This is an optimization exercise on Yosys and OpenROAD, whose aim is small area, a short achievable clock period and few clock cycles per item, not a production implementation.
In this exercise RTL edits were held to simulation tests only and were not proved equivalent to the original.
Power figures rest on the tool's default switching activity, not on a simulated workload.

Setup of job 2371:
## wall_grid_neighbor_smoothing_core
module wall_grid_neighbor_smoothing_core (
	input  logic                                clk,
	input  logic                                arst_n,
	input  logic                                s_axis_tvalid,
	output logic                                s_axis_tready,
	input  logic [wgns_pkg::IN_DATA_W-1:0]      s_axis_tdata,   
	output logic                                m_axis_tvalid,
	input  logic                                m_axis_tready,
	output logic [wgns_pkg::OUT_DATA_W-1:0]     m_axis_tdata,   
	output logic [wgns_pkg::OUT_USER_W-1:0]     m_axis_tuser,   
	output logic                                m_axis_tlast,   
	input  logic                                cfg_we,
	input  logic [wgns_pkg::CFG_IDX_W-1:0]      cfg_index,
	input  logic [wgns_pkg::CFG_DATA_W-1:0]     cfg_wdata
);
	logic [7:0] sat3;
	logic [7:0] wv_q, hv_q;    
	logic [3:0] keep_thr_q, grow_thr_q;
	assign sat3 = (cfg_wdata < 9'd3)   ? 8'd0 :
	              (cfg_wdata > 9'd256) ? 8'd253 : 8'(cfg_wdata - 9'd3);
	always_ff @(posedge clk or negedge arst_n) begin
		if (!arst_n) begin
			wv_q       <= 8'(wgns_pkg::RST_WIDTH - 3);
			hv_q       <= 8'(wgns_pkg::RST_HEIGHT - 3);
			keep_thr_q <= wgns_pkg::RST_KEEP;
			grow_thr_q <= wgns_pkg::RST_GROW;
		end else if (cfg_we) begin
			case (cfg_index)
				wgns_pkg::REG_GRID_WIDTH:  wv_q       <= sat3;
				wgns_pkg::REG_GRID_HEIGHT: hv_q       <= sat3;
				wgns_pkg::REG_WALL_KEEP:   keep_thr_q <= cfg_wdata[3:0];
				wgns_pkg::REG_FLOOR_GROW:  grow_thr_q <= cfg_wdata[3:0];
				default: ;
			endcase
		end
	end
	logic e0_q, e1_q, v0_q, v1_q, tready_q;
	logic in_acc, adv_q, push_q, take;
	logic v0_n, v1_n;
	assign in_acc        = s_axis_tvalid && tready_q;
	assign s_axis_tready = tready_q;
	always_comb begin
		v0_n = v0_q;
  ...
Size: about 1200 cells after synthesis, ~610 flip-flops.
==> flow/config.mk <==
export PLATFORM = sky130hd
export DESIGN_NAME = wall_grid_neighbor_smoothing_core
export DESIGN_NICKNAME = wall_grid_neighbor_smoothing_core
export VERILOG_FILES = /design/flow/design.v
export SDC_FILE = /design/flow/constraint.sdc
export NUM_CORES = 4
export LEC_CHECK = 0
export CAP_MARGIN = 20
export CORE_MARGIN = 2
export CORE_UTILIZATION = 60
export CTS_BUF_LIST = sky130_fd_sc_hd__clkbuf_8
export CTS_CLUSTER_DIAMETER = 60
export CTS_CLUSTER_SIZE = 20
export HOLD_SLACK_MARGIN = 0
export SETUP_SLACK_MARGIN = 3.0
export SLEW_MARGIN = 20
==> flow/constraint.sdc <==
create_clock -name core_clock -period 5.0 [get_ports {clk}]
set_input_delay 1.0000 -clock core_clock [delete_from_list [all_inputs] [get_ports {clk}]]
set_output_delay 1.0000 -clock core_clock [all_outputs]
set_load 0.01 [all_outputs]
run.sh (not shown) runs the stock make flow with config.mk's settings and CLKGATE_MAP_FILE= SYNTH_SCRIPT=/design/flow/synth_recipe.tcl, a recipe that flattens the netlist after the stock synthesis.
Testbench counts of job 2371, summed over its fixed seeds: cycles 72,316, items 68,207.
Relative to job 2371, the following input files were edited for job 4988:
# job 2371
export LEC_CHECK = 0
export CAP_MARGIN = 20
export CORE_MARGIN = 2
export CORE_UTILIZATION = 60
export CTS_BUF_LIST = sky130_fd_sc_hd__clkbuf_8
export CTS_CLUSTER_DIAMETER = 60
export CTS_CLUSTER_SIZE = 20
export HOLD_SLACK_MARGIN = 0
export SETUP_SLACK_MARGIN = 3.0
export SLEW_MARGIN = 20
create_clock -name core_clock -period 5.0 [get_ports {clk}]
# job 4988
export LEC_CHECK = 0
export CAP_MARGIN = 20
export CORE_MARGIN = 2
export CORE_UTILIZATION = 55
export CTS_BUF_LIST = sky130_fd_sc_hd__clkbuf_8
export CTS_CLUSTER_DIAMETER = 55
export CTS_CLUSTER_SIZE = 18
export HOLD_SLACK_MARGIN = 0
export SETUP_SLACK_MARGIN = 2.9
export SLEW_MARGIN = 20
create_clock -name core_clock -period 5.0 [get_ports {clk}]
Results
Routed length per instance ended up 2.6% lower on job 4988 than on job 2371. Job 4988 packs its core looser than job 2371. Between job 2371 and job 4988, the detailed-route wire length figures differ only marginally.
The inputs of job 9692 differ from those of job 4988 as listed below.
# job 4988
export LEC_CHECK = 0
export CAP_MARGIN = 20
export CORE_MARGIN = 2
export CORE_UTILIZATION = 55
export CTS_BUF_LIST = sky130_fd_sc_hd__clkbuf_8
export CTS_CLUSTER_DIAMETER = 55
export CTS_CLUSTER_SIZE = 18
export HOLD_SLACK_MARGIN = 0
export SETUP_SLACK_MARGIN = 2.9
export SLEW_MARGIN = 20
create_clock -name core_clock -period 5.0 [get_ports {clk}]
# job 9692
export LEC_CHECK = 0
export CAP_MARGIN = 20
export CORE_MARGIN = 2
export CORE_UTILIZATION = 60
export CTS_BUF_LIST = sky130_fd_sc_hd__clkbuf_8
export CTS_CLUSTER_DIAMETER = 80
export CTS_CLUSTER_SIZE = 16
export HOLD_SLACK_MARGIN = 0
export SETUP_SLACK_MARGIN = 2.9
export SLEW_MARGIN = 20
create_clock -name core_clock -period 5.0 [get_ports {clk}]
Job 9692 ended with every stage complete and zero timing, DRC or antenna violations.
Initial antenna violation count up 2 in job 9692 wrt job 4988
The clock network power share number comes out higher for job 4988 vs job 9692.
[job 9692] hold slack fell 0.014 ns relative to job 4988
Maximum number of pins on one net before global-route repair delta for job 9692 relative to job 4988: about 3% lower
Diff job 4988 -> job 9692: post-layout total power decreased 3.3%; TritonCTS buffer count went down by 2; fmax held steady.
Clock tree skew after final layout delta for job 9692 relative to job 4988: 0.019 ns higher
Relative to job 4988, the final cell area reported for job 9692 is lower.
Half-perimeter wire length after placement: job 9692 vs job 4988 — no meaningful difference
## Diff of input files: job 3170 against job 9692
# job 9692
export LEC_CHECK = 0
export CAP_MARGIN = 20
export CORE_MARGIN = 2
export CORE_UTILIZATION = 60
export CTS_BUF_LIST = sky130_fd_sc_hd__clkbuf_8
export CTS_CLUSTER_DIAMETER = 80
export CTS_CLUSTER_SIZE = 16
export HOLD_SLACK_MARGIN = 0
export SETUP_SLACK_MARGIN = 2.9
export SLEW_MARGIN = 20
create_clock -name core_clock -period 5.0 [get_ports {clk}]
# job 3170
export LEC_CHECK = 0
export CAP_MARGIN = 20
export CORE_MARGIN = 2
export CORE_UTILIZATION = 60
export CTS_BUF_LIST = sky130_fd_sc_hd__clkbuf_8
export CTS_CLUSTER_DIAMETER = 60
export CTS_CLUSTER_SIZE = 20
export GPL_ROUTABILITY_DRIVEN = 0
export HOLD_SLACK_MARGIN = 0
export SETUP_SLACK_MARGIN = 2.9
export SLEW_MARGIN = 20
create_clock -name core_clock -period 5.0 [get_ports {clk}]
==> notes.md <==
Comparing job 3170 with job 9692, the design area came out essentially unchanged.
Layout overhead on the synthesized area in job 3170 is 0.20 points below job 9692.
Job 3170 vs job 9692 on worst setup skew after layout: job 3170 is the lower one.
Changes observed in job 3170 relative to job 9692: non-clock buffer count up 2.5%, sequential share of layout area has remained practically unchanged, maximum clock frequency increased by 0.0020 GHz relative to the old numbers, layout cell share with drive strength beyond 1 picked up an extra 0.39 points, share of final layout cell area taken by non-clock buffers held.
First-pass detailed-route iteration total was lower in job 9692 than in job 3170.
The higher count of filler cells inserted in the layout came out of job 3170.

==> port drivers added, routing unchanged <==
No port has a modelled driver above. Below, the same layouts with a new extraction and two added sets of constraints. Step 1 sets driving cells, clkbuf_16 on the clock port and buf_2 on the other inputs (assumed; they add their load-dependent delay and slew). Step 2 also shifts input and output timing later by t, the mid clock arrival at the registers, as if the neighbouring blocks saw the same clock. Slacks: ideal / step 1 / step 2; pairs: ideal / step 1.
run | t (ns) | setup WS [ns] | worst data-port slew with drivers (ns)
job 2371 | 0.635 | 2.806 / 2.756 / 2.415 | 0.04
job 4988 | 0.667 | 2.779 / 2.729 / 2.276 | 0.06
job 9692 | 0.663 | 2.775 / 2.726 / 2.262 | 0.06
job 3170 | 0.663 | 2.784 / 2.734 / 2.314 | 0.04
After both steps setup and hold are still met in every run listed. The setup slack of job 9692, which loses most, moves by -0.049 ns with the drivers and by -0.513 ns with both steps.
